What follows belongs to an exercise in optimizing a design on an open flow for small area and few clock cycles; a production flow would make more cautious choices.
Only simulation tests tie the RTL to the original design; equivalence was not proved.
Power and IR drop assume default switching activity.

===== design.v =====
package rv32i_pkg;
  typedef logic [31:0] rv32i_word;
endpackage
`timescale 1ns/1ps
module ex_add32 (
  input  logic [31:0] a,
  input  logic [31:0] b,
  input  logic        cin,
  output logic [31:0] y,
  output logic        cout,
  output logic [31:0] p,    
  output logic [31:0] g     
);
  logic [31:0] gg, pp;
  assign p = a ^ b;
  assign g = a & b;
  always_comb begin
    gg = g;
    pp = p;
    gg[0] = g[0] | (p[0] & cin);
    for (int l = 0; l < 5; l++)
      for (int i = 0; i < 32; i++)
        if (((i + 1) % (2 << l)) == 0) begin
          gg[i] = gg[i] | (pp[i] & gg[i - (1 << l)]);
          pp[i] = pp[i] & pp[i - (1 << l)];
        end
    for (int l = 3; l >= 0; l--)
      for (int i = 0; i < 32; i++)
        if (i >= 3 * (1 << l) - 1 && ((i + 1) % (2 << l)) == (1 << l)) begin
          gg[i] = gg[i] | (pp[i] & gg[i - (1 << l)]);
          pp[i] = pp[i] & pp[i - (1 << l)];
        end
  end
  assign y    = p ^ {gg[30:0], cin};
  assign cout = gg[31];
endmodule
module ex_cmp32 (
  input  logic [31:0] a,
  input  logic [31:0] b,
  output logic        eq,
  output logic        lt,
  output logic        ltu
);
  logic [30:0] g, p;
  logic [3:0]  gc, gp;
  logic        c, g31u, g31s, p31;
  assign g = a[30:0] & ~b[30:0];
  assign p = ~(a[30:0] ^ b[30:0]);
  always_comb begin
    for (int k = 0; k < 4; k++) begin
      gc[k] = 1'b0;
      gp[k] = 1'b1;
      for (int i = 8 * k; i < 8 * k + 8 && i < 31; i++) begin
        gc[k] = g[i] | (p[i] & gc[k]);
        gp[k] = gp[k] & p[i];
      end
    end
    c = 1'b1;
    for (int k = 0; k < 4; k++) c = gc[k] | (gp[k] & c);
  end
  assign p31  = ~(a[31] ^ b[31]);
  assign g31u = a[31] & ~b[31];
  assign g31s = ~a[31] & b[31];
  assign ltu  = !(g31u | (p31 & c));
  assign lt   = !(g31s | (p31 & c));
  assign eq   = p31 & (&gp);
endmodule
`timescale 1ns/1ps
module ex_shift32 (
  input  logic [31:0] x,
  input  logic [4:0]  n,
  input  logic        fill,
  output logic [31:0] y
);
  logic [31:0] s [6];
  assign s[0] = x;
  for (genvar k = 0; k < 5; k++) begin : g_stage
    localparam int SH = 16 >> k;
    for (genvar i = 0; i < 32; i++) begin : g_bit
      if (i + SH < 32) assign s[k+1][i] = ~(n[4-k] ? s[k][i + SH] : s[k][i]);
      else             assign s[k+1][i] = ~(n[4-k] ? ((k % 2) ? ~fill : fill) : s[k][i]);
    end
  end
  assign y = ~s[5];
endmodule
`timescale 1ns/1ps
module ex_subsystem (
  input  logic                  clk,
  input  logic                  rst,
  input  logic                  in_valid,
  input  rv32i_pkg::rv32i_word  in_pc,
  input  rv32i_pkg::rv32i_word  in_instruction,
  input  rv32i_pkg::rv32i_word  in_rs1_data,
  input  rv32i_pkg::rv32i_word  in_rs2_data,
  output logic                  in_ready,
  output logic                  br_taken,
  output logic [1:0]            pcmux_sel,
  output rv32i_pkg::rv32i_word  alu_out_to_pc,
  input  logic                  mem_ready,
  output logic                  mem_valid,
  output rv32i_pkg::rv32i_word  mem_addr,
  output logic                  mem_read,
  output logic                  mem_write,
  output logic [3:0]            mem_byte_enable,
  output rv32i_pkg::rv32i_word  mem_wdata
);
  logic [31:0] ins, rs1, rs2, pc;
  assign ins = in_instruction;
  assign rs1 = in_rs1_data;
  assign rs2 = in_rs2_data;
  assign pc  = in_pc;
  logic [6:0] op;
  logic [2:0] f3;
  assign op = ins[6:0];
  assign f3 = ins[14:12];
  logic is_lui, is_auipc, is_jal, is_jalr, is_br, is_load, is_store, is_imm, is_reg, is_arith;
  assign is_lui   = (op == 7'b0110111);
  assign is_auipc = (op == 7'b0010111);
  assign is_jal   = (op == 7'b1101111);
  assign is_jalr  = (op == 7'b1100111);
  assign is_br    = (op == 7'b1100011);
  assign is_load  = (op == 7'b0000011);
  assign is_store = (op == 7'b0100011);
  assign is_imm   = (op == 7'b0010011);
  assign is_reg   = (op == 7'b0110011);
  assign is_arith = is_imm || is_reg;
  logic [31:0] imm;
  always_comb begin
    if (is_lui || is_auipc) imm = {ins[31:12], 12'h000};
    else if (is_jal)        imm = {{11{ins[31]}}, ins[31], ins[19:12], ins[20], ins[30:21], 1'b0};
    else if (is_br)         imm = {{19{ins[31]}}, ins[31], ins[7], ins[30:25], ins[11:8], 1'b0};
    else if (is_store)      imm = {{20{ins[31]}}, ins[31:25], ins[11:7]};
    else                    imm = {{20{ins[31]}}, ins[31:20]};
  end
  logic        inv;
  logic [31:0] add_a, add_b, sum, ax, aa;
  logic        cout;
  assign inv   = is_arith && ((f3 == 3'b000 && is_reg && ins[30]) || f3 == 3'b010 || f3 == 3'b011);
  assign add_a = (is_auipc || is_jal || is_br) ? pc : is_lui ? 32'd0 : rs1;
  assign add_b = (is_reg ? rs2 : imm) ^ {32{inv}};
  ex_add32 u_add (
    .a    (add_a),
    .b    (add_b),
    .cin  (inv),
    .y    (sum),
    .cout (cout),
    .p    (ax),
    .g    (aa)
  );
  logic slt, sltu;
  assign sltu = !cout;
  assign slt  = (rs1[31] ^ add_b[31]) ? sum[31] : rs1[31];
  logic eq, lt, ltu, br_en;
  ex_cmp32 u_cmp (
    .a   (rs1),
    .b   (rs2),
    .eq  (eq),
    .lt  (lt),
    .ltu (ltu)
  );
  always_comb begin
    case (f3)
      3'b000:  br_en = eq;
      3'b001:  br_en = !eq;
      3'b100:  br_en = lt;
      3'b101:  br_en = !lt;
      3'b110:  br_en = ltu;
      3'b111:  br_en = !ltu;
      default: br_en = 1'b0;
    endcase
  end
  logic [31:0] sh_x, sh_y, sh_l;
  logic [4:0]  sh_n;
  logic        sh_fill;
  always_comb begin
    for (int i = 0; i < 32; i++)
      sh_x[i] = is_store ? rs2[31-i] : f3[2] ? rs1[i] : rs1[31-i];
    for (int i = 0; i < 32; i++)
      sh_l[i] = sh_y[31-i];
  end
  assign sh_n    = is_store ? {sum[1:0], 3'b000} : is_reg ? rs2[4:0] : ins[24:20];
  assign sh_fill = !is_store && f3[2] && ins[30] && rs1[31];
  ex_shift32 u_shift (
    .x    (sh_x),
    .n    (sh_n),
    .fill (sh_fill),
    .y    (sh_y)
  );
  logic s_sum, s_sll, s_sr, s_xor, s_or, s_and, s_slt, s_sltu;
  assign s_sum  = in_valid && (!is_arith || f3 == 3'b000);
  assign s_sll  = in_valid && is_arith && f3 == 3'b001;
  assign s_sr   = in_valid && is_arith && f3 == 3'b101;
  assign s_xor  = in_valid && is_arith && f3 == 3'b100;
  assign s_or   = in_valid && is_arith && f3 == 3'b110;
  assign s_and  = in_valid && is_arith && f3 == 3'b111;
  assign s_slt  = in_valid && is_arith && f3 == 3'b010;
  assign s_sltu = in_valid && is_arith && f3 == 3'b011;
  always_comb begin
    alu_out_to_pc = ({32{s_sum}} & sum) | ({32{s_sll}} & sh_l) | ({32{s_sr}} & sh_y) |
                    ({32{s_xor || s_or}} & ax) | ({32{s_and || s_or}} & aa);
    alu_out_to_pc[0] = (s_sum && !is_jalr && sum[0]) | (s_sll && sh_l[0]) | (s_sr && sh_y[0]) |
                       ((s_xor || s_or) && ax[0]) | ((s_and || s_or) && aa[0]) |
                       (s_slt && slt) | (s_sltu && sltu);
  end
  assign br_taken  = in_valid && (is_jal || is_jalr || (is_br && br_en));
  assign pcmux_sel = {br_taken && is_jalr, br_taken && !is_jalr};
  logic [3:0] be;
  assign be = (f3[1] ? 4'b1111 : f3[0] ? 4'b0011 : 4'b0001) << sum[1:0];
  logic        q_st;
  logic [29:0] q_addr;
  logic [3:0]  q_be;
  logic [31:0] q_data;
  assign in_ready        = !mem_valid || mem_ready;
  assign mem_addr        = {q_addr, 2'b00};
  assign mem_byte_enable = q_be;
  assign mem_write       = q_st;
  assign mem_read        = !q_st;
  assign mem_wdata       = q_data;
  always_ff @(posedge clk) begin
    if (rst)
      mem_valid <= 1'b0;
    else if (in_ready)
      mem_valid <= in_valid && (is_load || is_store);
  end
  always_ff @(posedge clk) begin
    if (in_ready) begin
      q_st   <= is_store;
      q_addr <= sum[31:2];
      q_be   <= be;
      q_data <= sh_l;
    end
  end
endmodule

===== flow/run.sh =====
#!/bin/bash
# The standard layout (standard.sh), with four changes:
#  - synthesis maps with an area-oriented ABC script (flow/abc_area.script,
#    picked through ABC_AREA=1 from a copy of the ORFS scripts folder);
#  - no full/half adder extraction before ABC (ADDER_MAP_FILE empty);
#  - the port buffers are the smallest buffer cell;
#  - clock tree synthesis with clkbuf_8 only and no dummy loads.
# Registers are untouched: ABC runs on the combinational logic only.
set -euo pipefail
here=$(pwd)
rm -rf "$here/own_scripts"
cp -r "$FLOW_HOME/scripts" "$here/own_scripts"
cp "$here/flow/abc_area.script" "$here/own_scripts/abc_area.script"
bash "$here/standard.sh" \
  "SCRIPTS_DIR=$here/own_scripts" \
  "ADDER_MAP_FILE=" \
  "BUFFER_PORTS_ARGS=-buffer_cell sky130_fd_sc_hd__buf_1" \
  "CTS_ARGS=-sink_clustering_enable -repair_clock_nets -buf_list sky130_fd_sc_hd__clkbuf_8 -dont_use_dummy_load" \
  finish > "$here/make_finish.log" 2>&1

===== flow/abc_area.script =====
strash
dch
amap
topo

===== standard.sh =====
#!/bin/bash
# synth_recipe.tcl (not shown) runs the flow's synth.tcl, then flattens the netlist and writes it again
# the make line also repeats each setting of config.mk as NAME=value (left out here)
make -C /OpenROAD-flow-scripts/flow DESIGN_CONFIG=/design/flow/config.mk WORK_HOME=/design/flow/orfs CLKGATE_MAP_FILE= SYNTH_SCRIPT=/design/flow/synth_recipe.tcl "${@:-finish}"

===== config.mk =====
export PLATFORM = sky130hd
export DESIGN_NAME = ex_subsystem
export DESIGN_NICKNAME = ex_subsystem
export VERILOG_FILES = /design/flow/design.v
export SDC_FILE = /design/flow/constraint.sdc
export NUM_CORES = 4
export LEC_CHECK = 0
export ABC_AREA = 1
export CAP_MARGIN = 20
export CORE_MARGIN = 2
export CORE_UTILIZATION = 60
export CTS_BUF_LIST = sky130_fd_sc_hd__clkbuf_8
export SLEW_MARGIN = 20

===== constraint.sdc =====
create_clock -name core_clock -period 10.0 [get_ports {clk}]
set_input_delay 2.0000 -clock core_clock [delete_from_list [all_inputs] [get_ports {clk}]]
set_output_delay 2.0000 -clock core_clock [all_outputs]
set_load 0.01 [all_outputs]

==> flow_summary.yaml <==
clock_tree:
  h-tree-depth: 3
  cts_tree: "built"
  cts_hold_buf: 0
  clock_sinks: 68
  clk_latency_ns: 0.38
  path_clk_slew_ns: 0.06
  clock_path_buffers: 2
  cts_buffers: 9
  clockRootBuffer: "clkbuf_8"
die:
  ios: 239
  start_util_pct: 61.53
  die_y_microns: 115.0
  fp.dieW_microns: 115.0
  coreArea_sq_um: 12010
  rows: 40
  dieArea_sq_um: 13220
setup_path:
  start_kind: "input pin"
  critPathBufInv: 7
  cp_max_fo: 22
  critical_path_arrival_ns: 7.56
  r2r_cells: 2
  slowest_delay_ns: 0.42
  crit_top_cell: "nor2_1"
  path_class: "in2out"
  cp.required_ns: 8.00
  crit_slowest_cell: "or3_1"
  critical_path_depth: 29
  crit_family: "compound AO/OA/AOI/OAI gates"
  crit_path_end_kind: "output port"
grt:
  grt_pass1_vias: 9108
  antenna_found_initial: 0
  grt_pass1_wl_microns: 47040
  track_usage_pct: 46.07
  grt_max_degree: 41
  grt_overflow: 0
detailed_routing:
  drtIter0Drc: 1956
  vias_per_cell: 7.217
  wl_per_cell_microns: 21.51
  via_count: 10540
  wirelength_microns: 31420
  ant_nets: 0
  firstDrtPassIters: 9
  drc: 0
cells_and_area:
  layout_common_cells: "buf_1 (236), o22ai_1 (181), nor2_1 (174)"
  fin_area_sq_um: 9062
  fillers: 984
  fin_cells: 1461
  areaGrowthSynthToFinish_pct: 22.62
  antenna-diode-count: 0
  drive_gt1_share_pct: 6.012
  fin_nets: 1448
  regArea_sq_um: 2032
  final_common_cell: "buf_1"
  multi_input_area_sq_um: 5019
power:
  ir_worst_vdd_v: 0.00009315
  p_leak_nw: 2.889
  p_per_area_nw_per_um2: 115.2
timing:
  setup_viol_count_final: 0
  fin_skew_ns: 0.01448
  min_period_ns: 9.561
  slew_violations: 0
  slew_headroom_pct: 23.72
  fin_ws_ns: 0.4388
  worstMarginPinSlew_ns: 1.132
  finalHoldViolCount: 0
  fin_setup_tns_ns: 0
  period_share_pct: 95.61
  rsz0062_at_grt: "false"
  fmax_mhz: 104.6
flow_run:
  cap_violations: 0
run_status:
  outcome: "finished clean"
place:
  dp_hpwl_microns: 23930
  port_buffers: 236
  place.gp.congestion: 1.107
  pre_cts_slack_ns: 0.3957
  place_inst: 1452
  place_area_sq_um: 8912
worst_hold_path:
  hold_depth: 2
  hp-class: "reg2reg"
synth:
  synth_cells: 1032
  yosysSeqAreaShare_pct: 27.49
  syn_area_per_cell_sq_um: 7.162
  syn_area_sq_um: 7391
  async_flop_share_pct: 0
  ys_ff_latch: 68
  ys_dominant_reg_cell: "edfxtp_1"
  synth_cell_types: 45
  synth_edf_count: 67
  synth_warnings: 5
[synthesized netlist by cell type (4+ instances only)]
cell	count	area, sq um
o22ai_1	183	1145
nor2_1	174	653.1
clkinv_1	139	521.8
a21oi_1	109	545.5
o21ai_0	70	350.3
edfxtp_1	67	2012
nand2_1	40	150.1
a32oi_1	35	306.5
o221ai_1	34	297.8
a221oi_1	27	236.5
o22a_1	24	210.2
nor3_1	16	80.08
o21a_1	11	82.58
a22oi_1	8	60.06
a21o_1	7	52.55
a222oi_1	7	70.07
a31oi_1	7	43.79
a22o_1	6	52.55
a311oi_1	5	43.79
nand3_1	5	25.02
nor2b_1	5	31.28
nor4_1	5	31.28
or4_1	5	37.54
a211oi_1	4	30.03
nand4_1	4	25.02
o211ai_1	4	30.03
[per-stage QoR]
step           hold slack, ns  utilization [%]  power, mW
2_1_floorplan           2.034                -     0.6824
3_3_place_gp           0.8849            74.20     0.8421
3_5_place_dp           0.9211            74.20     0.8481
4_1_cts                0.9312            75.23      1.021
5_1_grt                 1.029            75.45      1.092
6_report               0.9409            75.45      1.044
[report_power, final]
group	internal (mW)	leakage, nW	total (mW)	switching, mW
clock network	0.0799	0.0647	0.176	0.0958
logic	0.162	2.12	0.489	0.327
registers	0.367	0.706	0.379	0.0122
total	0.609	2.89	1.04	0.435
[final cells by class]
cell class / count / share of cell area [%]
Inverter: 139 / 5.882
Sequential cell: 68 / 22.42
Tap cell: 147 / 2.030
Clock buffer: 9 / 1.367
Multi-Input combinational cell: 824 / 55.38
Timing Repair Buffer: 274 / 12.92
[final timing paths]
check	start	endpoint	slack [ns]
worst min register to register	mem_valid$_SDFFE_PP0P_	mem_valid$_SDFFE_PP0P_	0.94
worst min-delay path	mem_valid$_SDFFE_PP0P_	mem_valid$_SDFFE_PP0P_	0.94
worst max-delay path	in_instruction[3]	alu_out_to_pc[31]	0.44
worst max register to register	mem_valid$_SDFFE_PP0P_	q_data[16]$_DFFE_PP_	8.41
[worst min-delay path, delay by kind of cell, from the launching register on]
| family | cells | cell delay [ns] |
|---|---|---|
| flip-flops | 1 | 0.34 |
| AND/OR/NAND/NOR | 1 | 0.41 |
| AO/OA/AOI/OAI | 1 | 0.14 |
[sequential cells by signal, indices dropped and copies added, names as in the netlist]
| signal | cells |
|---|---|
| q_be | 4 |
| mem_valid | 1 |
| q_data | 32 |
| q_addr | 30 |
| q_st | 1 |
[routing by layer]
metal  GRT usage [%]  up-vias  routed length [microns]  part of all wire [%]
li1                -     4760                        -                     -
met1           58.13     4571                    10890                    35
met2           72.20      998                    13700                    44
met3           10.49      215                     4772                    15
met4           27.71        0                     2056                   6.5
met5               0        -                        0                     0
[cells by family (layout without fill, tap and decap cells)]
logic type / Yosys count / in the layout / share of synthesized area [%]
AO/OA/AOI/OAI: 557 / 557 / 50.16
AND/OR/NAND/NOR: 265 / 265 / 15.03
buffers and inverters: 141 / 422 / 7.263
flip-flops: 68 / 68 / 27.49
other: 1 / 2 / 0.05074
[what timing repair did]
| item | 4_1_cts | 5_1_grt |
|---|---|---|
| gates resized for setup | 0 | 6 |
| endpoints found under the setup margin | 0 | 3 |
| buffers inserted | 0 | 0 |
Testbench counts, summed over its fixed seeds: cycles 27,746.

what the ideal ports hide:
The flow's constraints put no driver on any port. The routed layout listed below was extracted and timed again, unchanged, in two steps. Step 1, drivers: a clkbuf_16 drives clk and a buf_2 each remaining input, both assumed. Step 2 times the ports against the registers' clock, not the clock port: input delays grow and output delays shrink by t, the midpoint of the rising clock arrivals with the driver on. Slacks: ideal ports / drivers / drivers and shift; pairs: ideal ports / drivers.
t, ns: 0.408
slack for setup (ns): 0.439 / 0.418 / 0.418
worst setup path at the end: input to output
clock arrival spread, ns: 0.021 / 0.022
pins driven straight from the clock port: 1
After both steps setup and hold are still met in this run. The setup slack of this run moves by -0.021 ns with the drivers and by -0.021 ns with both steps.
